What follows belongs to an exercise in optimizing a design on an open flow for small area; a production flow would make more cautious choices.
Where RTL was checked, it was by simulation tests only, not by an equivalence proof against the original.
Function not checked in runs 1 and 2: the RTL went through the layout flow alone.
Power figures rest on the tool's default switching activity, not on a simulated workload.

### flow/design.v
`timescale 1ns/1ps
module uart_axil_bridge_top #(
    parameter int N_BANKS       = 4,
    parameter int REGS_PER_BANK = 8,
    parameter int CLKS_PER_BIT  = 8
) (
    input  logic aclk,
    input  logic aresetn,
    input  logic rxd,
    output logic txd
);
    logic [1:0]   sync;
    logic [6:0]   t;
    logic         clr;            
    logic [63:0]  f;
    logic [127:0] g [8];
    logic         rx_busy;
    logic [2:0]   rx_bit;
    logic [3:0]   rx_byte;
    logic         rb;
    logic         cand_wr;        
    logic         op_ok;          
    logic         err;            
    logic [4:0]   ra;             
    logic         cur_wr;
    logic         pend;           
    logic         act;            
    logic         tx_busy;
    logic         tx_hdr;
    logic [2:0]   tx_by;
    logic [3:0]   tx_st;
    logic         nb;
    logic         ph0;
    logic         rx_data;
    logic         rx_wr;
    logic         rx_last;
    logic [2:0]   rx_tap;
    logic [2:0]   tx_tap;
    logic         ftap;
    logic         fresh;
    logic         txv;
    logic [2:0]   lane;
    logic         gout;
    logic         wbit;
    logic         cbit;
    logic         win0;
    logic         g_wr;
    logic         f_cp;
    logic         in_set;
    assign ph0     = t[2:0] == 3'd0;
    assign rx_data = !rx_byte[3];
    assign rx_wr   = rx_data && t[2:0] == rx_bit;
    assign rx_last = rx_wr && rx_byte[2:0] == 3'd7 && rx_bit == 3'd7;
    assign rx_tap  = rx_byte[2:0] - t[5:3];
    always_comb
    begin
        case (rx_byte[2:0])
            3'd0:    in_set = rx_bit >= 3'd5;
            3'd1:    in_set = rx_bit >= 3'd2;
            3'd2,
            3'd3:    in_set = 1'b1;
            default: in_set = 1'b0;
        endcase
    end
    assign lane = ra[4:2];
    assign gout = g[lane][0];
    assign wbit = t[5] ? f[0] : f[32];
    assign cbit = gout && !err;
    assign win0 = t[4:0] == 5'd31 && t[6:5] == ra[1:0] - 1'b1;
    assign g_wr = act && cur_wr && !err;
    assign f_cp = act && !cur_wr;
    assign tx_tap = tx_by - t[5:3];
    assign ftap   = f[{tx_tap, 3'd0}];
    assign fresh  = (t[2:0] == tx_st[2:0]) ? ftap : nb;
    always_comb
    begin
        if (tx_st[3])
        begin
            txv = tx_st[0];
        end
        else if (tx_hdr)
        begin
            txv = tx_st[2] ? (cur_wr ^ !tx_st[0]) : err;
        end
        else
        begin
            txv = fresh;
        end
    end
    always_ff @(posedge aclk)
    begin
        if (!aresetn)
        begin
            sync    <= 2'b11;
            t       <= '0;
            clr     <= 1'b1;
            rx_busy <= 1'b0;
            rx_bit  <= 3'd7;
            rx_byte <= 4'd15;
            pend    <= 1'b0;
            act     <= 1'b0;
            tx_busy <= 1'b0;
            txd     <= 1'b1;
        end
        else
        begin
            sync <= {sync[0], rxd};
            t    <= t + 1'b1;
            if (t == 7'd127)
            begin
                clr <= 1'b0;
            end
            if (ph0)
            begin
                if (!rx_busy)
                begin
                    rx_busy <= !sync[1];
                end
                else
                begin
                    rx_bit <= rx_bit + 1'b1;
                    if (rx_bit == 3'd6)
                    begin
                        rx_busy <= 1'b0;
                    end
                    if (rx_bit == 3'd7)
                    begin
                        rx_byte <= rx_byte[3] ? {rx_byte[2], 3'd0} : rx_byte + 1'b1;
                    end
                end
            end
            if (rx_last)
            begin
                rx_byte <= 4'd15;
                pend    <= op_ok;
            end
            if (pend && win0)
            begin
                pend <= 1'b0;
                act  <= 1'b1;
            end
            if (act && t[4:0] == 5'd31)
            begin
                act     <= 1'b0;
                tx_busy <= 1'b1;
            end
            if (ph0 && tx_busy)
            begin
                txd <= txv;
                if (!tx_hdr && tx_by == 3'd7 && tx_st == 4'd9)
                begin
                    tx_busy <= 1'b0;
                end
            end
        end
    end
    always_ff @(posedge aclk)
    begin
        if (ph0 && rx_busy)
        begin
            rb <= sync[1];
        end
        if (rx_wr)
        begin
            if (rx_byte[2:0] == 3'd0 && rx_bit == 3'd0)
            begin
                err <= 1'b0;
            end
            else if (rb && in_set)
            begin
                err <= 1'b1;
            end
            if (rx_byte[2:0] == 3'd0)
            begin
                if (rx_bit == 3'd2) ra[0] <= rb;
                if (rx_bit == 3'd3) ra[1] <= rb;
                if (rx_bit == 3'd4) ra[2] <= rb;
            end
            if (rx_byte[2:0] == 3'd1)
            begin
                if (rx_bit == 3'd0) ra[3] <= rb;
                if (rx_bit == 3'd1) ra[4] <= rb;
            end
        end
        if (rx_byte == 4'd8 && t[2:0] == rx_bit && rx_bit[2])
        begin
            case (rx_bit[1:0])
                2'd0: begin cand_wr <= !rb; op_ok <= 1'b1; end
                2'd1, 2'd3: op_ok <= op_ok && (rb == cand_wr);
                default: op_ok <= op_ok && (rb != cand_wr);
            endcase
        end
        if (rx_last)
        begin
            cur_wr <= cand_wr;
        end
        if (act && t[4:0] == 5'd31)
        begin
            tx_hdr <= 1'b1;
            tx_by  <= 3'd0;
            tx_st  <= 4'd8;
        end
        else if (ph0 && tx_busy)
        begin
            if (tx_st == 4'd8)
            begin
                tx_st <= 4'd0;
            end
            else if (tx_st == 4'd9)
            begin
                tx_st <= 4'd8;
                if (tx_hdr)
                begin
                    tx_hdr <= 1'b0;
                end
                else
                begin
                    tx_by <= tx_by + 1'b1;
                end
            end
            else if (tx_st == 4'd7)
            begin
                tx_st <= 4'd9;
            end
            else
            begin
                tx_st <= tx_st + 1'b1;
            end
        end
        nb <= fresh;
    end
    always_ff @(posedge aclk)
    begin
        for (int s = 0; s < 64; s++)
        begin
            f[s] <= f[(s + 1) % 64];
        end
        for (int m = 0; m < 8; m++)
        begin
            if (rx_wr && rx_tap == 3'(m))
            begin
                f[(8 * m + 63) % 64] <= rb;
            end
        end
        if (f_cp)
        begin
            if (t[5])
            begin
                f[63] <= cbit;
            end
            else
            begin
                f[31] <= cbit;
            end
        end
    end
    always_ff @(posedge aclk)
    begin
        for (int l = 0; l < 8; l++)
        begin
            g[l] <= {clr ? 1'b0 : (g_wr && lane == 3'(l)) ? wbit : g[l][0], g[l][127:1]};
        end
    end
endmodule
### flow/run.sh
#!/bin/bash
# synth_recipe.tcl (not shown) runs the flow's synth.tcl, then flattens the netlist and writes it again
# the make line also repeats each setting of config.mk as NAME=value (left out here)
make -C /OpenROAD-flow-scripts/flow DESIGN_CONFIG=/design/flow/config.mk WORK_HOME=/design/flow/orfs CLKGATE_MAP_FILE= SYNTH_SCRIPT=/design/flow/synth_recipe.tcl finish
### flow/config.mk
export PLATFORM = sky130hd
export DESIGN_NAME = uart_axil_bridge_top
export DESIGN_NICKNAME = uart_axil_bridge_top
export VERILOG_FILES = /design/flow/design.v
export SDC_FILE = /design/flow/constraint.sdc
export NUM_CORES = 4
export LEC_CHECK = 0
export ABC_AREA = 1
export CAP_MARGIN = 20
export CORE_MARGIN = 2
export CORE_UTILIZATION = 40
export CTS_CLUSTER_DIAMETER = 80
export CTS_CLUSTER_SIZE = 34
export SLEW_MARGIN = 20
### flow/constraint.sdc
create_clock -name core_clock -period 5.0 [get_ports {aclk}]
set_input_delay 1.0000 -clock core_clock [delete_from_list [all_inputs] [get_ports {aclk}]]
set_output_delay 1.0000 -clock core_clock [all_outputs]
set_load 0.01 [all_outputs]
==> impl_metrics.sql, run 1 <==
INSERT INTO impl_metrics (metric_group, metric, value, unit) VALUES
('setup_path', 'timing.critical_path.slowest_stage_cell', 'clkdlybuf4s50_1', ''),
('place', 'cell_count_after_placement', '2293', ''),
('sta', 'slew_worst_pin', '648.5', 'ps'),
('floorplan', 'effective_utilization_at_floorplan', '40.21', '%'),
('layout', 'final_nets', '1573', ''),
('layout', 'finalCoreUtilization', '43.71', '%'),
('setup_path', 'worstPathArrival', '1470', 'ps'),
('setup_path', 'crit_path_end_kind', 'output pin', ''),
('power_and_ir_drop', 'static-leakage-power', '0.01069', 'µW'),
('setup_path', 'critical-path-top-delay-family', 'buffers and inverters', ''),
('sta', 'rsz0062_at_grt', 'no', ''),
('layout', 'synthToLayoutAreaGrowth', '8.712', '%'),
('clocking', 'clock_tree.root_cell', 'clkbuf_16', ''),
('grt', 'number_of_antenna_violations_at_the_first_check_in_global_routing', '0', ''),
('clocking', 'htree_levels', '2', ''),
('layout', 'num_antenna_cells', '0', ''),
('setup_path', 'critPathRequiredTime', '4000', 'ps'),
('floorplan', 'chipWidth', '252.4', 'µm'),
('setup_path', 'path_cells', 'clkdlybuf4s50_1', ''),
('synth', 'mappedNetlistArea', '24670', 'µm²'),
('drt', 'detail_route.iter0.violations', '438', ''),
('power_and_ir_drop', 'cellPowerDensity', '489.7', 'nW/µm²'),
('sta', 'hold_violations', '0', ''),
('min_path', 'hold_path.class', 'flip-flop to flip-flop', ''),
('synth', 'syn_nets', '1534', ''),
('grt', 'grt_usage', '8.366', '%'),
('floorplan', 'core.rowCount', '91', ''),
('grt', 'first_pass_grt_wire_length', '43770', 'µm'),
('clocking', 'hold_buffers', '0', ''),
('drt', 'route.final.wire_length', '25510', 'µm'),
('synth', 'syn_inst', '1507', ''),
('clocking', 'clk-insertion-delay-late', '590', 'ps'),
('place', 'port_buffers', '3', ''),
('clocking', 'postCtsSetupBuffers', '0', ''),
('power_and_ir_drop', 'vdd_ir_drop_max', '0.2449', 'mV'),
('layout', 'fin_cells', '2343', ''),
('sta', 'setup_violations', '0', ''),
('drt', 'routedWlPerCell', '10.89', 'µm'),
('place', 'gp_congestion', '0.7669', ''),
('clocking', 'cts_tree', 'yes', ''),
('drt', 'drt_drc_violations_left', '0', ''),
('clocking', 'clock_path_buffers', '3', ''),
('place', 'dpl.hpwl', '13920', 'µm'),
('floorplan', 'io_pins', '4', ''),
('floorplan', 'die_area', '63690', 'µm²'),
('setup_path', 'start_kind', 'flip-flop', ''),
('sta', 'slew_violations', '0', ''),
('sta', 'relSlewSlack', '56.48', '%'),
('floorplan', 'core_area', '61370', 'µm²'),
('drt', 'detailedRoute.firstPassIterationCount', '5', ''),
('run', 'cap_viol_max_count', '0', ''),
('synth', 'synth.ff_latch_count', '1129', ''),
('layout', 'finalInstanceArea', '26820', 'µm²'),
('floorplan', 'fp.dieH', '252.4', 'µm'),
('clocking', 'cts.sink_count', '1129', ''),
('synth', 'netlist-cell-type-count', '35', ''),
('layout', 'final_cell_mix', 'dfxtp_1 (1,119), nand2_1 (101), inv_1 (73)', ''),
('setup_path', 'setup.worst_path.class', 'flip-flop to output pin', ''),
('power_and_ir_drop', 'post-layout-total-power', '13140', 'µW'),
('setup_path', 'timing.critical_path.slowest_cell_delay', '530', 'ps'),
('grt', 'grt_remaining_overflow', '0', ''),
('synth', 'synth.avg_cell_area', '16.37', 'µm²'),
('setup_path', 'path_buf_inv', '1', ''),
('grt', 'first_global_vias', '8895', ''),
('sta', 'final.setup.tns', '0', 'ps'),
('layout', 'post_route_cells_drive_above_1_share', '4.507', '%'),
('clocking', 'post_cts_resized', '0', ''),
('drt', 'num_vias', '9074', ''),
('layout', 'mostFrequentLayoutCell', 'dfxtp_1', ''),
('clocking', 'cts_inserted_buffers', '41', ''),
('sta', 'max_freq', '405.4', 'MHz'),
('clocking', 'clk_transition_reported_paths', '110', 'ps'),
('outcome', 'status', 'finished clean', ''),
('synth', 'synth_sequential_area_ratio', '92.00', '%'),
('place', 'placement.cell_area', '25650', 'µm²'),
('synth', 'yosysWarnings', '2', ''),
('sta', 'finalCriticalPeriod', '2466', 'ps'),
('drt', 'vias_per_cell', '3.873', ''),
('sta', 'worst_clock_skew', '22.63', 'ps'),
('drt', 'antenna_nets_post_route', '0', ''),
('sta', 'layout_worst_path_cycle_share', '49.33', '%'),
('setup_path', 'critical_path.max_fanout', '2', ''),
('grt', 'pin_count_of_the_biggest_net_entering_global_routing', '36', '');
## power by group
group          switching (µW)  internal (µW)  total (µW)
logic                    28.0           16.3        44.3
clock network            2480           1590        4080
registers                8.02           9010        9010
## kinds of logic after synthesis
logic type,count (synthesis),synth area share (%)
compound gates,71,1.567
xor+xnor,7,0.2789
simple gates,191,3.509
fa+ha+maj,24,1.278
buf+inv,85,1.364
flops,1129,92.00
## state kept, by name, indices dropped and copies added, names as in the netlist, 3 cells and up
signal	count
tx_by	3
ra	5
t	7
tx_st	4
rx_bit	3
rx_byte	4
g	1024
f	64
## metrics by stage
step / hold WS [ps] / worst slack, ps
6_report: 309.3 / 2534
2_1_floorplan: 309.6 / 3267
3_5_place_dp: 312.1 / 2545
3_3_place_gp: 309.9 / 2541
4_1_cts: 317.9 / 2469
5_1_grt: 312.6 / 2461
## area by class of cell
type	count	area, µm²
clock buffer	43	1055
clock inverter	7	120.1
fill	5337	34550
inverter	78	292.8
multi-input combinational	293	1637
sequential	1129	22700
tap	790	988.4
timing repair buffer	3	30.03
## routing by layer
| metal | global-route usage [%] | routed length (µm) | vias up |
|---|---|---|---|
| met5 | 0 | 0 | - |
| met4 | 3.483 | 725 | 0 |
| met3 | 2.080 | 1124 | 42 |
| met2 | 11.05 | 9192 | 96 |
| met1 | 12.85 | 14460 | 4224 |
| li1 | - | - | 4712 |
## synth_stat cells
cell type	count	area (µm²)
clkbuf_1	2	7.510
nand4_1	1	6.260
nand2_2	1	6.260
inv_1	73	274.0
a21oi_1	25	125.1
ha_1	22	275.3
nor2_4	5	56.30
a211oi_1	2	15.01
xor2_1	2	17.52
dfxtp_1	1119	22400
a31oi_1	6	37.54
buf_6	1	11.26
o31ai_1	2	15.01
nor2_1	32	120.1
nor2_2	3	18.77
o21ai_1	5	25.02
o21ai_0	26	130.1
buf_4	2	15.01
nor3_1	10	50.05
a22oi_1	1	7.510
inv_2	5	18.77
o211ai_1	2	15.01
nand3_1	28	140.1
edfxtp_1	10	300.3
nand3_4	2	35.03
buf_2	2	10.01
nand3_2	1	10.01
xor2_2	1	16.27
or2_2	3	18.77
o21a_1	1	7.510
nor4_1	4	25.02
xnor2_1	4	35.03
a41oi_1	1	8.760
fa_1	2	40.04
nand2_1	101	379.1
## path summary, 6_finish.rpt
path | start | to | slack, ps | depth (start not counted)
worst max-delay path | txd | txd | 2530 | 1
worst max register to register | rx_byte[0] | f[7] | 3100 | 13
worst min register to register | g[7][126] | g[7][125] | 310 | 0
worst min-delay path | g[7][126] | g[7][125] | 310 | 0
==> run 2, diff against run 1 <==
--- a/flow/config.mk
+++ b/flow/config.mk
@@ -11,4 +11,4 @@
 export CORE_UTILIZATION = 40
-export CTS_CLUSTER_DIAMETER = 80
-export CTS_CLUSTER_SIZE = 34
+export CTS_CLUSTER_DIAMETER = 100
+export CTS_CLUSTER_SIZE = 30
 export SLEW_MARGIN = 20
==> run 2 against run 1 <==
Sequential share of layout area is 0.14 points higher. Sequential power hardly changed. Fmax hardly changed. Largest power group unchanged. Die area stayed put. Sequential cell count stayed put. Setup slack better by 2.2 ps. Wire length hardly changed. Count of clock-buffer cells in the layout is 2 higher. Still clean on timing, DRC and antenna.
==> impl_metrics.sql, run 2 <==
INSERT INTO impl_metrics (metric_group, metric, value, unit) VALUES
('synth', 'mappedNetlistArea', '24670', 'µm²'),
('clocking', 'htree_levels', '2', ''),
('synth', 'leading_cell_type_by_number_of_instances_after_synthesis', 'dfxtp_1', ''),
('floorplan', 'chipWidth', '252.4', 'µm'),
('layout', 'final_nets', '1575', ''),
('floorplan', 'core_area', '61370', 'µm²'),
('floorplan', 'fp.dieH', '252.4', 'µm'),
('clocking', 'cts_tree', 'yes', ''),
('sta', 'layout_worst_path_cycle_share', '49.28', '%'),
('synth', 'post_synth_edffs', '10', ''),
('sta', 'slew_violations', '0', ''),
('synth', 'yosysWarnings', '2', ''),
('grt', 'pin_count_of_the_biggest_net_entering_global_routing', '32', ''),
('grt', 'grt_usage', '8.408', '%'),
('synth', 'syn_inst', '1507', ''),
('layout', 'num-fill-cells', '5345', ''),
('place', 'dpl.hpwl', '13920', 'µm'),
('floorplan', 'io_pins', '4', ''),
('setup_path', 'critPathRequiredTime', '4000', 'ps'),
('grt', 'first_global_vias', '8938', ''),
('min_path', 'worst_hold_depth', '0', ''),
('clocking', 'postCtsSetupBuffers', '0', ''),
('sta', 'setup_violations', '0', ''),
('drt', 'detail_route.iter0.violations', '482', ''),
('setup_path', 'start_kind', 'flip-flop', ''),
('clocking', 'hold_buffers', '0', ''),
('synth', 'syn_nets', '1534', ''),
('clocking', 'clk-insertion-delay-late', '580', 'ps'),
('drt', 'route.final.wire_length', '25490', 'µm'),
('layout', 'mostFrequentLayoutCell', 'dfxtp_1', ''),
('clocking', 'post_cts_resized', '0', ''),
('setup_path', 'setup.reg_to_reg.worst_slack', '3090', 'ps'),
('synth', 'synthDominantCellAreaShare', '90.79', '%'),
('layout', 'post_route_cells_drive_above_1_share', '4.320', '%'),
('run', 'cap_viol_max_count', '0', ''),
('clocking', 'clock_path_buffers', '3', ''),
('drt', 'detailedRoute.firstPassIterationCount', '5', ''),
('sta', 'finalCriticalPeriod', '2464', 'ps'),
('clocking', 'cts.sink_count', '1129', ''),
('setup_path', 'critical-path-top-delay-family', 'buffers and inverters', ''),
('sta', 'hold_violations', '0', ''),
('setup_path', 'reg2regPathDepth', '13', ''),
('sta', 'relSlewSlack', '59.01', '%'),
('synth', 'synth.ff_latch_count', '1129', ''),
('synth', 'ys_top_cells_by_area', 'dfxtp_1 (91%), nand2_1 (1.5%), edfxtp_1 (1.2%)', ''),
('setup_path', 'setup.worst_path.class', 'flip-flop to output pin', ''),
('setup_path', 'crit_path_end_kind', 'output pin', ''),
('clocking', 'cts_inserted_buffers', '43', ''),
('layout', 'num_antenna_cells', '0', ''),
('min_path', 'worstHoldEndpoint', 'g[7][125]', ''),
('synth', 'synth_ff_type', 'dfxtp_1', ''),
('outcome', 'status', 'finished clean', ''),
('setup_path', 'timing.critical_path.slowest_cell_delay', '530', 'ps'),
('power_and_ir_drop', 'vdd_ir_drop_max', '0.3020', 'mV'),
('synth', 'synth.avg_cell_area', '16.37', 'µm²'),
('drt', 'drt_drc_violations_left', '0', ''),
('setup_path', 'path_cells', 'clkdlybuf4s50_1', ''),
('floorplan', 'core.rowCount', '91', ''),
('power_and_ir_drop', 'cellPowerDensity', '487.2', 'nW/µm²'),
('setup_path', 'worstPathArrival', '1460', 'ps'),
('layout', 'multi_input_area', '1637', 'µm²'),
('min_path', 'hold_path.startpoint', 'g[7][126]', ''),
('setup_path', 'worstReg2RegEnd', 'f[7]', ''),
('power_and_ir_drop', 'post-layout-total-power', '13050', 'µW'),
('floorplan', 'effective_utilization_at_floorplan', '40.21', '%'),
('sta', 'final.setup.tns', '0', 'ps'),
('setup_path', 'r2r_start', 'rx_byte[0]', ''),
('floorplan', 'die_area', '63690', 'µm²'),
('grt', 'number_of_antenna_violations_at_the_first_check_in_global_routing', '0', ''),
('place', 'gp_congestion', '0.7669', ''),
('min_path', 'hold_path.class', 'flip-flop to flip-flop', ''),
('sta', 'max_freq', '405.8', 'MHz'),
('setup_path', 'path_buf_inv', '1', ''),
('drt', 'vias_per_cell', '3.865', ''),
('sta', 'worst_clock_skew', '10.81', 'ps'),
('drt', 'antenna_nets_post_route', '0', ''),
('synth', 'ys_async_sr_fraction', '0', '%'),
('layout', 'final_cell_mix', 'dfxtp_1 (1,119), nand2_1 (101), inv_1 (73)', ''),
('layout', 'largest_register_ffs', '1024', ''),
('sta', 'rsz0062_at_grt', 'no', ''),
('drt', 'routedWlPerCell', '10.89', 'µm'),
('clocking', 'clk_transition_reported_paths', '110', 'ps'),
('layout', 'synthToLayoutAreaGrowth', '8.534', '%'),
('place', 'port_buffers', '3', ''),
('synth', 'synth_sequential_area_ratio', '92.00', '%'),
('setup_path', 'timing.critical_path.slowest_stage_cell', 'clkdlybuf4s50_1', ''),
('layout', 'largest_register', 'g', ''),
('drt', 'num_vias', '9048', ''),
('setup_path', 'critical_path.max_fanout', '2', ''),
('power_and_ir_drop', 'static-leakage-power', '0.01067', 'µW'),
('layout', 'reg.largest.list', 'g (1024), f (64), t (7)', ''),
('grt', 'grt_remaining_overflow', '0', ''),
('layout', 'area.sequential', '22700', 'µm²'),
('grt', 'first_pass_grt_wire_length', '44070', 'µm'),
('clocking', 'clock_tree.root_cell', 'clkbuf_16', ''),
('synth', 'netlist-cell-type-count', '35', ''),
('synth', 'synth_top_cell_by_area', 'dfxtp_1', ''),
('sta', 'slew_worst_pin', '610.8', 'ps'),
('synth', 'synth_top_cells_by_count', 'dfxtp_1 (1,119), nand2_1 (101), inv_1 (73)', '');
## run 2: cell count changes in the layout (fill, tap and decap cells not counted), sizes merged
cell,delta
clkbuf,+2
inv,-5
bufinv,+1
## run 2: cell families (layout without fill, tap and decap cells)
| logic type | Yosys count | in the layout | share of synthesized area, % |
|---|---|---|---|
| AO/OA/AOI/OAI | 71 | 71 | 1.567 |
| buffers and inverters | 85 | 129 | 1.364 |
| adder cells (fa/ha/maj) | 24 | 24 | 1.278 |
| XOR/XNOR | 7 | 7 | 0.2789 |
| flip-flops | 1129 | 1129 | 92.00 |
| AND/OR/NAND/NOR | 191 | 191 | 3.509 |
## run 2: area by class of cell
type	instances	area share [%]
clock buffer	45	4.046
clock inverter	3	0.1775
inverter	78	1.093
multi-input combinational	293	6.111
sequential	1129	84.77
tap	790	3.691
timing repair buffer	3	0.1121
## run 2: worst max path at each step
| stage | from | to | cells after the start |
|---|---|---|---|
| after global routing | txd | txd | 1 |
| after detailed placement | aresetn | sync[0] | 3 |
| final | txd | txd | 1 |
| after global placement | aresetn | sync[0] | 3 |
| after CTS | txd | txd | 1 |
| after floorplan | rx_byte[0] | f[39] | 7 |
## run 2: power by group
| part | internal [µW] | switching, µW | total, µW |
|---|---|---|---|
| clock network | 1620 | 2370 | 3990 |
| logic | 16.3 | 27.9 | 44.2 |
| registers | 9000 | 8.02 | 9010 |
## run 2: routing by layer
layer | global-route usage [%] | routed length, µm | vias to the layer above
met3 | 1.926 | 1131 | 49
met2 | 11.18 | 9370 | 95
met5 | 0 | 0 | -
met1 | 12.91 | 14240 | 4208
li1 | - | - | 4696
met4 | 3.618 | 751 | 0
## run 2: stage by stage
step                      cells  utilization (%)  worst slack, ps  hold slack (ps)  instance area (µm²)
final                      2341            43.64             2536            328.9                26780
after global routing       2341            43.64             2471            326.4                26780
after CTS                  2341            43.64             2474            317.7                26780
after detailed placement   2293            41.79             2545            312.1                25650
after global placement     2293            41.79             2541            309.9                25650
after floorplan            1507                -             3267            309.6                24670
==> run 3, diff against run 2 <==
--- a/flow/design.v
+++ b/flow/design.v
@@ -14,3 +14,3 @@
     logic         clr;            
-    logic [63:0]  f;
+    logic [7:0]   f [8];
     logic [127:0] g [8];
@@ -23,3 +23,3 @@
     logic         err;            
-    logic [4:0]   ra;             
+    logic [2:0]   lane;           
     logic         cur_wr;
@@ -36,4 +36,2 @@
     logic         rx_last;
-    logic [2:0]   rx_tap;
-    logic [2:0]   tx_tap;
     logic         ftap;
@@ -41,3 +39,3 @@
     logic         txv;
-    logic [2:0]   lane;
+    logic [1:0]   w;
     logic         gout;
@@ -53,3 +51,2 @@
     assign rx_last = rx_wr && rx_byte[2:0] == 3'd7 && rx_bit == 3'd7;
-    assign rx_tap  = rx_byte[2:0] - t[5:3];
     always_comb
@@ -64,11 +61,10 @@
     end
-    assign lane = ra[4:2];
+    assign w    = {f[0][4], f[0][3]};
     assign gout = g[lane][0];
-    assign wbit = t[5] ? f[0] : f[32];
+    assign wbit = f[{1'b1, t[4:3]}][0];
     assign cbit = gout && !err;
-    assign win0 = t[4:0] == 5'd31 && t[6:5] == ra[1:0] - 1'b1;
+    assign win0 = pend && t[4:0] == 5'd31 && t[6:5] == w - 1'b1;
     assign g_wr = act && cur_wr && !err;
     assign f_cp = act && !cur_wr;
-    assign tx_tap = tx_by - t[5:3];
-    assign ftap   = f[{tx_tap, 3'd0}];
+    assign ftap   = f[tx_by][0];
     assign fresh  = (t[2:0] == tx_st[2:0]) ? ftap : nb;
@@ -136,3 +132,3 @@
             end
-            if (pend && win0)
+            if (win0)
             begin
@@ -172,13 +168,6 @@
             end
-            if (rx_byte[2:0] == 3'd0)
-            begin
-                if (rx_bit == 3'd2) ra[0] <= rb;
-                if (rx_bit == 3'd3) ra[1] <= rb;
-                if (rx_bit == 3'd4) ra[2] <= rb;
-            end
-            if (rx_byte[2:0] == 3'd1)
-            begin
-                if (rx_bit == 3'd0) ra[3] <= rb;
-                if (rx_bit == 3'd1) ra[4] <= rb;
-            end
+        end
+        if (win0)
+        begin
+            lane <= {f[1][2], f[1][1], f[0][5]};
         end
@@ -233,18 +222,11 @@
     begin
-        for (int s = 0; s < 64; s++)
-        begin
-            f[s] <= f[(s + 1) % 64];
-        end
-        for (int m = 0; m < 8; m++)
-        begin
-            if (rx_wr && rx_tap == 3'(m))
-            begin
-                f[(8 * m + 63) % 64] <= rb;
-            end
-        end
-        if (f_cp)
-        begin
-            if (t[5])
-            begin
-                f[63] <= cbit;
+        for (int b = 0; b < 8; b++)
+        begin
+            if (rx_wr && rx_byte[2:0] == 3'(b))
+            begin
+                f[b] <= {rb, f[b][7:1]};
+            end
+            else if (f_cp && b >= 4 && t[4:3] == 2'(b - 4))
+            begin
+                f[b] <= {cbit, f[b][7:1]};
             end
@@ -252,3 +234,3 @@
             begin
-                f[31] <= cbit;
+                f[b] <= {f[b][0], f[b][7:1]};
             end
--- a/flow/config.mk
+++ b/flow/config.mk
@@ -7,3 +7,2 @@
 export LEC_CHECK = 0
-export ABC_AREA = 1
 export CAP_MARGIN = 20
@@ -11,4 +10,4 @@
 export CORE_UTILIZATION = 40
-export CTS_CLUSTER_DIAMETER = 100
-export CTS_CLUSTER_SIZE = 30
+export CTS_CLUSTER_DIAMETER = 60
+export CTS_CLUSTER_SIZE = 38
 export SLEW_MARGIN = 20
==> run 3 against run 2 <==
Wire length up 0.20%. Fmax rose by 0.19%. Core utilization up 1.4 points. Largest power group unchanged. Largest cell class unchanged. Highest routed layer unchanged. Sequential share of layout area down 1.8 points.
==> impl_metrics.sql, run 3 <==
INSERT INTO impl_metrics (metric_group, metric, value, unit) VALUES
('outcome', 'status', 'finished clean', ''),
('sta', 'relSlewSlack', '51.99', '%'),
('synth', 'synth_top_cell_by_area', 'dfxtp_1', ''),
('power_and_ir_drop', 'seq_power_share', '64.4', '%'),
('setup_path', 'worstReg2RegEnd', 'tx_st[2]', ''),
('synth', 'synth_ff_type', 'dfxtp_1', ''),
('layout', 'mostFrequentLayoutCell', 'dfxtp_1', ''),
('synth', 'synth_sequential_area_ratio', '92.16', '%'),
('clocking', 'clk_transition_reported_paths', '120', 'ps'),
('synth', 'mappedNetlistArea', '24570', 'µm²'),
('clocking', 'cts_inserted_buffers', '46', ''),
('drt', 'route.final.wire_length', '25550', 'µm'),
('drt', 'detailedRoute.firstPassIterationCount', '4', ''),
('grt', 'pin_count_of_the_biggest_net_entering_global_routing', '39', ''),
('setup_path', 'setup.worst_path.class', 'flip-flop to output pin', ''),
('grt', 'grt_remaining_overflow', '0', ''),
('synth', 'synth.avg_cell_area', '17.54', 'µm²'),
('sta', 'worst_clock_skew', '39.31', 'ps'),
('synth', 'syn_nets', '1427', ''),
('setup_path', 'reg2regPathDepth', '6', ''),
('sta', 'finalCriticalPeriod', '2459', 'ps'),
('place', 'gp_congestion', '0.7294', ''),
('layout', 'num-fill-cells', '5192', ''),
('clocking', 'hold_buffers', '0', ''),
('setup_path', 'worstPathArrival', '1460', 'ps'),
('power_and_ir_drop', 'cellPowerDensity', '511.7', 'nW/µm²'),
('grt', 'first_pass_grt_wire_length', '43280', 'µm'),
('power_and_ir_drop', 'switchingPower', '2921', 'µW'),
('grt', 'grt_usage', '8.331', '%'),
('sta', 'slew_violations', '0', ''),
('floorplan', 'die_area', '63420', 'µm²'),
('setup_path', 'setup.reg_to_reg.worst_slack', '3110', 'ps'),
('synth', 'netlist-cell-type-count', '57', ''),
('layout', 'num_antenna_cells', '0', ''),
('synth', 'ys_top_cells_by_area', 'dfxtp_1 (91%), ha_1 (1.2%), edfxtp_1 (0.98%)', ''),
('sta', 'slew_worst_pin', '720.2', 'ps'),
('clocking', 'htree_levels', '2', ''),
('drt', 'antenna_nets_post_route', '0', ''),
('layout', 'final_cell_mix', 'dfxtp_1 (1,119), clkbuf_16 (47), nand2_1 (23), inv_1 (23), ha_1 (23)', ''),
('power_and_ir_drop', 'pwr-share-comb', '0.3', '%'),
('floorplan', 'core_area', '60580', 'µm²'),
('sta', 'setup_violations', '0', ''),
('clocking', 'clk-insertion-delay-late', '620', 'ps'),
('grt', 'use_met3', '2.094', '%'),
('synth', 'post_synth_edffs', '8', ''),
('power_and_ir_drop', 'relative_contribution_of_the_clock_network_to_total_power', '35.3', '%'),
('setup_path', 'timing.critical_path.slowest_stage_cell', 'clkdlybuf4s50_1', ''),
('drt', 'drt_drc_violations_left', '0', ''),
('layout', 'post_route_cells_drive_above_1_share', '6.993', '%'),
('clocking', 'cts_tree', 'yes', ''),
('power_and_ir_drop', 'vdd_ir_drop_max', '0.3637', 'mV'),
('min_path', 'hold_path.class', 'flip-flop to flip-flop', ''),
('sta', 'final.setup.tns', '0', 'ps'),
('layout', 'synthToLayoutAreaGrowth', '11.10', '%'),
('setup_path', 'critical-path-top-delay-family', 'buffers and inverters', ''),
('synth', 'yosysWarnings', '3', ''),
('min_path', 'worstHoldEndpoint', 'g[3][90]', ''),
('setup_path', 'start_kind', 'flip-flop', ''),
('grt', 'groute.layer.met1.usage', '12.62', '%'),
('layout', 'finalCoreUtilization', '45.05', '%'),
('setup_path', 'critPathRequiredTime', '4000', 'ps'),
('synth', 'leading_cell_type_by_number_of_instances_after_synthesis', 'dfxtp_1', ''),
('power_and_ir_drop', 'static-leakage-power', '0.01074', 'µW'),
('sta', 'hold_violations', '0', ''),
('clocking', 'clock_path_buffers', '3', ''),
('setup_path', 'r2r_start', 'tx_st[0]', ''),
('floorplan', 'effective_utilization_at_floorplan', '40.55', '%'),
('place', 'dpl.hpwl', '13530', 'µm'),
('synth', 'ys_async_sr_fraction', '0', '%'),
('min_path', 'worst_hold_depth', '0', ''),
('synth', 'synth_top_cells_by_count', 'dfxtp_1 (1,119), ha_1 (23), inv_1 (23), nand2_1 (23), nor2_1 (19)', ''),
('floorplan', 'chipWidth', '251.8', 'µm'),
('layout', 'final_nets', '1465', ''),
('setup_path', 'crit_path_end_kind', 'output pin', ''),
('drt', 'num_vias', '8698', ''),
('power_and_ir_drop', 'internal_power', '11040', 'µW'),
('layout', 'largest_register_ffs', '1024', ''),
('setup_path', 'path_cells', 'clkdlybuf4s50_1', ''),
('synth', 'synthDominantCellAreaShare', '91.18', '%'),
('clocking', 'postCtsSetupBuffers', '0', ''),
('sta', 'rsz0062_at_grt', 'no', ''),
('grt', 'met2_usage', '11.00', '%'),
('floorplan', 'io_pins', '4', ''),
('setup_path', 'critical_path.max_fanout', '2', ''),
('floorplan', 'fp.dieH', '251.8', 'µm'),
('grt', 'first_global_vias', '8533', ''),
('run', 'cap_viol_max_count', '0', ''),
('layout', 'reg.largest.list', 'g (1024), f (64), t (7)', ''),
('min_path', 'hold_path.startpoint', 'g[3][91]', ''),
('synth', 'syn_inst', '1401', ''),
('place', 'port_buffers', '3', ''),
('grt', 'number_of_antenna_violations_at_the_first_check_in_global_routing', '0', ''),
('layout', 'largest_register', 'g', ''),
('drt', 'routedWlPerCell', '11.33', 'µm'),
('synth', 'synth.ff_latch_count', '1127', ''),
('clocking', 'post_cts_resized', '0', ''),
('clocking', 'cts.sink_count', '1127', ''),
('floorplan', 'core.rowCount', '90', ''),
('clocking', 'clock_tree.root_cell', 'clkbuf_16', ''),
('drt', 'vias_per_cell', '3.857', ''),
('power_and_ir_drop', 'switching_share', '20.92', '%'),
('setup_path', 'path_buf_inv', '1', ''),
('drt', 'detail_route.iter0.violations', '408', ''),
('sta', 'max_freq', '406.6', 'MHz'),
('setup_path', 'timing.critical_path.slowest_cell_delay', '550', 'ps'),
('sta', 'layout_worst_path_cycle_share', '49.19', '%'),
('grt', 'busiest_layer', 'met1', '');
==> run 3: power by group through the flow <==
| stage | logic [µW] | clock network (µW) | registers, µW |
|---|---|---|---|
| 2_1_floorplan | 33.7 | 0 | 9200 |
| 3_3_place_gp | 42.1 | 0 | 9200 |
| 3_5_place_dp | 42.5 | 0 | 9200 |
| 4_1_cts | 42.8 | 5110 | 9000 |
| 5_1_grt | 47.8 | 5420 | 9000 |
| 6_report | 42.2 | 4930 | 9000 |
==> run 3: worst max-delay path by stage <==
stage	slack [ps]	endpoint	start	cells after the start
finish	2540	txd	txd	1
global route	2460	txd	txd	1
CTS	2480	txd	txd	1
detailed placement	2620	txd	aresetn	5
global placement	2600	txd	aresetn	5
floorplan	3210	tx_st[2]	tx_st[0]	7
==> run 3: metrics by stage <==
step | instance area [µm²] | total power, µW | cells | hold WS, ps | worst slack, ps
global placement | 25530 | 9243 | 2173 | 310.6 | 2597
global route | 27290 | 14480 | 2255 | 294.6 | 2461
detailed placement | 25530 | 9244 | 2173 | 312.1 | 2615
floorplan | 24570 | 9231 | 1401 | 309.6 | 3208
finish | 27290 | 13970 | 2255 | 296.2 | 2541
CTS | 27290 | 14150 | 2255 | 289.7 | 2484
==> run 3: logic make-up (layout without fill, tap and decap cells) <==
group | after synthesis | in the layout | share of synthesized area (%)
compound gates | 55 | 55 | 1.533
buf+inv | 37 | 109 | 0.5907
mux | 24 | 24 | 1.059
flops | 1127 | 1127 | 92.16
simple gates | 120 | 120 | 2.862
fa+ha+maj | 23 | 23 | 1.171
xor+xnor | 15 | 15 | 0.6264
==> run 3: per-layer routing <==
| metal | part of all wire, % | wire length [µm] |
|---|---|---|
| met5 | 0 | 0 |
| met4 | 3.3 | 831 |
| met3 | 3.8 | 979 |
| met2 | 37 | 9485 |
| met1 | 56 | 14250 |
==> run 3: area by class of cell <==
type | count | area [µm²] | share of cell area, %
Sequential cell | 1127 | 22640 | 82.95
Multi-Input combinational cell | 237 | 1782 | 6.528
Clock buffer | 50 | 1217 | 4.460
Tap cell | 782 | 978.4 | 3.585
Clock inverter | 32 | 551.8 | 2.022
Inverter | 23 | 86.33 | 0.3163
Timing Repair Buffer | 4 | 37.54 | 0.1375
==> run 4, diff against run 3 <==
--- a/flow/config.mk
+++ b/flow/config.mk
@@ -10,4 +10,4 @@
 export CORE_UTILIZATION = 40
-export CTS_CLUSTER_DIAMETER = 60
-export CTS_CLUSTER_SIZE = 38
+export CTS_CLUSTER_DIAMETER = 80
+export CTS_CLUSTER_SIZE = 34
 export SLEW_MARGIN = 20
==> run 4 against run 3 <==
Still clean. Critical path depth stayed put. Wire length hardly changed. Count of clock-buffer cells in the layout is 6 lower. Core utilization is 0.94 points lower. Via count is 0.76% lower. Design area is 2.1% lower. First-iteration DRC count is 3.7% higher. Power is 5.9% lower. Critical path type unchanged. Critical endpoint unchanged.
==> impl_metrics.sql, run 4 <==
INSERT INTO impl_metrics (metric_group, metric, value, unit) VALUES
('outcome', 'status', 'finished clean', ''),
('layout', 'num_antenna_cells', '0', ''),
('drt', 'antenna_nets_post_route', '0', ''),
('drt', 'drt_drc_violations_left', '0', ''),
('clocking', 'cts_tree', 'yes', ''),
('clocking', 'hold_buffers', '0', ''),
('grt', 'pin_count_of_the_biggest_net_entering_global_routing', '36', ''),
('sta', 'slew_worst_pin', '722.5', 'ps'),
('floorplan', 'chipWidth', '251.8', 'µm'),
('setup_path', 'path_cells', 'clkdlybuf4s50_1', ''),
('grt', 'grt_remaining_overflow', '0', ''),
('sta', 'hold_violations', '0', ''),
('drt', 'detailedRoute.firstPassIterationCount', '4', ''),
('grt', 'first_pass_grt_wire_length', '43240', 'µm'),
('sta', 'setup_violations', '0', ''),
('layout', 'reg.largest.list', 'g (1024), f (64), t (7)', ''),
('floorplan', 'core.rowCount', '90', ''),
('drt', 'num_vias', '8632', ''),
('synth', 'syn_nets', '1427', ''),
('setup_path', 'timing.critical_path.slowest_stage_cell', 'clkdlybuf4s50_1', ''),
('synth', 'synth_top_cells_by_count', 'dfxtp_1 (1,119), ha_1 (23), inv_1 (23), nand2_1 (23), nor2_1 (19)', ''),
('power_and_ir_drop', 'vdd_ir_drop_max', '0.3143', 'mV'),
('synth', 'post_synth_edffs', '8', ''),
('setup_path', 'critical-path-top-delay-family', 'buffers and inverters', ''),
('layout', 'post_route_cells_drive_above_1_share', '5.055', '%'),
('synth', 'mappedNetlistArea', '24570', 'µm²'),
('clocking', 'htree_levels', '2', ''),
('setup_path', 'setup.worst_path.class', 'flip-flop to output pin', ''),
('setup_path', 'start_kind', 'flip-flop', ''),
('synth', 'synth_top_cell_by_area', 'dfxtp_1', ''),
('sta', 'slew_violations', '0', ''),
('layout', 'synthToLayoutAreaGrowth', '8.785', '%'),
('setup_path', 'crit_path_end_kind', 'output pin', ''),
('power_and_ir_drop', 'switching_share', '19.23', '%'),
('layout', 'final_nets', '1460', ''),
('sta', 'rsz0062_at_grt', 'no', ''),
('setup_path', 'path_buf_inv', '1', ''),
('clocking', 'cts_inserted_buffers', '41', ''),
('sta', 'relSlewSlack', '51.83', '%'),
('setup_path', 'timing.critical_path.slowest_cell_delay', '550', 'ps'),
('synth', 'syn_inst', '1401', ''),
('power_and_ir_drop', 'static-leakage-power', '0.01048', 'µW'),
('drt', 'vias_per_cell', '3.878', ''),
('layout', 'final_cell_mix', 'dfxtp_1 (1,119), clkbuf_16 (42), nand2_1 (23), inv_1 (23), ha_1 (23)', ''),
('synth', 'synth.ff_latch_count', '1127', ''),
('synth', 'synth_ff_type', 'dfxtp_1', ''),
('clocking', 'clk_transition_reported_paths', '110', 'ps'),
('setup_path', 'critical_path.max_fanout', '2', ''),
('drt', 'detail_route.iter0.violations', '423', ''),
('synth', 'yosysWarnings', '3', ''),
('power_and_ir_drop', 'seq_power_share', '68.5', '%'),
('layout', 'multi_input_area', '1782', 'µm²'),
('sta', 'max_freq', '405.3', 'MHz'),
('synth', 'ys_async_sr_fraction', '0', '%'),
('layout', 'largest_register_ffs', '1024', ''),
('grt', 'grt_usage', '8.311', '%'),
('power_and_ir_drop', 'internal_power', '10610', 'µW'),
('power_and_ir_drop', 'switchingPower', '2526', 'µW'),
('place', 'port_buffers', '3', ''),
('layout', 'num-fill-cells', '5250', ''),
('setup_path', 'worstPathArrival', '1470', 'ps'),
('clocking', 'post_cts_resized', '0', ''),
('power_and_ir_drop', 'cellPowerDensity', '491.4', 'nW/µm²'),
('floorplan', 'die_area', '63420', 'µm²'),
('floorplan', 'io_pins', '4', ''),
('drt', 'route.final.wire_length', '25540', 'µm'),
('layout', 'area.sequential', '22640', 'µm²'),
('synth', 'netlist-cell-type-count', '57', ''),
('clocking', 'cts.sink_count', '1127', ''),
('drt', 'routedWlPerCell', '11.48', 'µm'),
('floorplan', 'core_area', '60580', 'µm²');
-- run 4: cell counts after synthesis --
No cell type changed its count.
-- run 4: worst paths after layout --
check        depth (start not counted)  startpoint  slack, ps  endpoint
min reg2reg                          0     g[6][5]        320   g[6][4]
max reg2reg                          6    tx_st[0]       3100  tx_st[2]
min                                  0     g[6][5]        320   g[6][4]
max                                  1         txd       2530       txd
-- run 4: cell type report --
class                           count  share of cell area (%)
Sequential cell                  1127                   84.72
Multi-Input combinational cell    237                   6.666
Clock buffer                       44                   3.998
Tap cell                          782                   3.661
Clock inverter                      9                  0.4962
Inverter                           23                  0.3230
Timing Repair Buffer                4                  0.1404
-- run 4: kinds of logic (layout without fill, tap and decap cells) --
| family | count (synthesis) | after routing | synth area share, % |
|---|---|---|---|
| AO/OA/AOI/OAI | 55 | 55 | 1.533 |
| XOR/XNOR | 15 | 15 | 0.6264 |
| adder cells (fa/ha/maj) | 23 | 23 | 1.171 |
| buffers and inverters | 37 | 80 | 0.5907 |
| flip-flops | 1127 | 1127 | 92.16 |
| multiplexers | 24 | 24 | 1.059 |
| AND/OR/NAND/NOR | 120 | 120 | 2.862 |
-- run 4: through the flow --
step | instances | setup slack (ps) | instance area [µm²] | total power (µW) | utilization, %
floorplan | 1401 | 3208 | 24570 | 9231 | -
global placement | 2173 | 2597 | 25530 | 9243 | 42.13
detailed placement | 2173 | 2615 | 25530 | 9244 | 42.13
CTS | 2226 | 2479 | 26730 | 13300 | 44.12
global route | 2226 | 2452 | 26730 | 13630 | 44.12
finish | 2226 | 2533 | 26730 | 13130 | 44.12
-- run 4: per-layer routing --
metal  vias to the layer above  share of wire, %  global-route usage, %
met5                         -                 0                      0
li1                       4462                 -                      -
met2                        70                37                  10.96
met3                        59               3.5                  1.950
met1                      4041                56                  12.72
met4                         0               3.4                  3.821
-- run 4: power groups by stage --
stage | Sequential (µW) | Combinational (µW) | Clock [µW]
floorplan | 9200 | 33.7 | 0
global placement | 9200 | 42.1 | 0
detailed placement | 9200 | 42.5 | 0
CTS | 9000 | 42.9 | 4260
global route | 9000 | 47.8 | 4580
finish | 9000 | 42.5 | 4100

[afterwards: timing with drivers on the ports]
Ports are ideal in the flow. The routed layouts listed here were re-timed in OpenROAD.
Step 1, drivers: a clkbuf_16 drives aclk and a buf_2 each remaining input, both assumed.
Step 2 adds t to the input delays and takes it off the output delays; t is the mean of the earliest and latest rising clock arrival at the registers after step 1. Input paths then give back, and output paths get back, about the clock's delay inside the block.
Slacks: no drivers / after step 1 / after step 2; pairs: no drivers / after step 1.
| run | t (ns) | setup WS [ns] | latest minus earliest clock arrival (ns) | pins driven straight from the clock port |
|---|---|---|---|---|
| run 1 | 0.632 | 2.534 / 2.480 / 2.552 | 0.029 / 0.030 | 1 |
| run 2 | 0.629 | 2.536 / 2.483 / 2.576 | 0.014 / 0.014 | 1 |
| run 3 | 0.660 | 2.541 / 2.481 / 2.601 | 0.047 / 0.046 | 1 |
| run 4 | 0.646 | 2.533 / 2.472 / 2.622 | 0.031 / 0.030 | 1 |
After both steps every run listed still meets setup and hold.
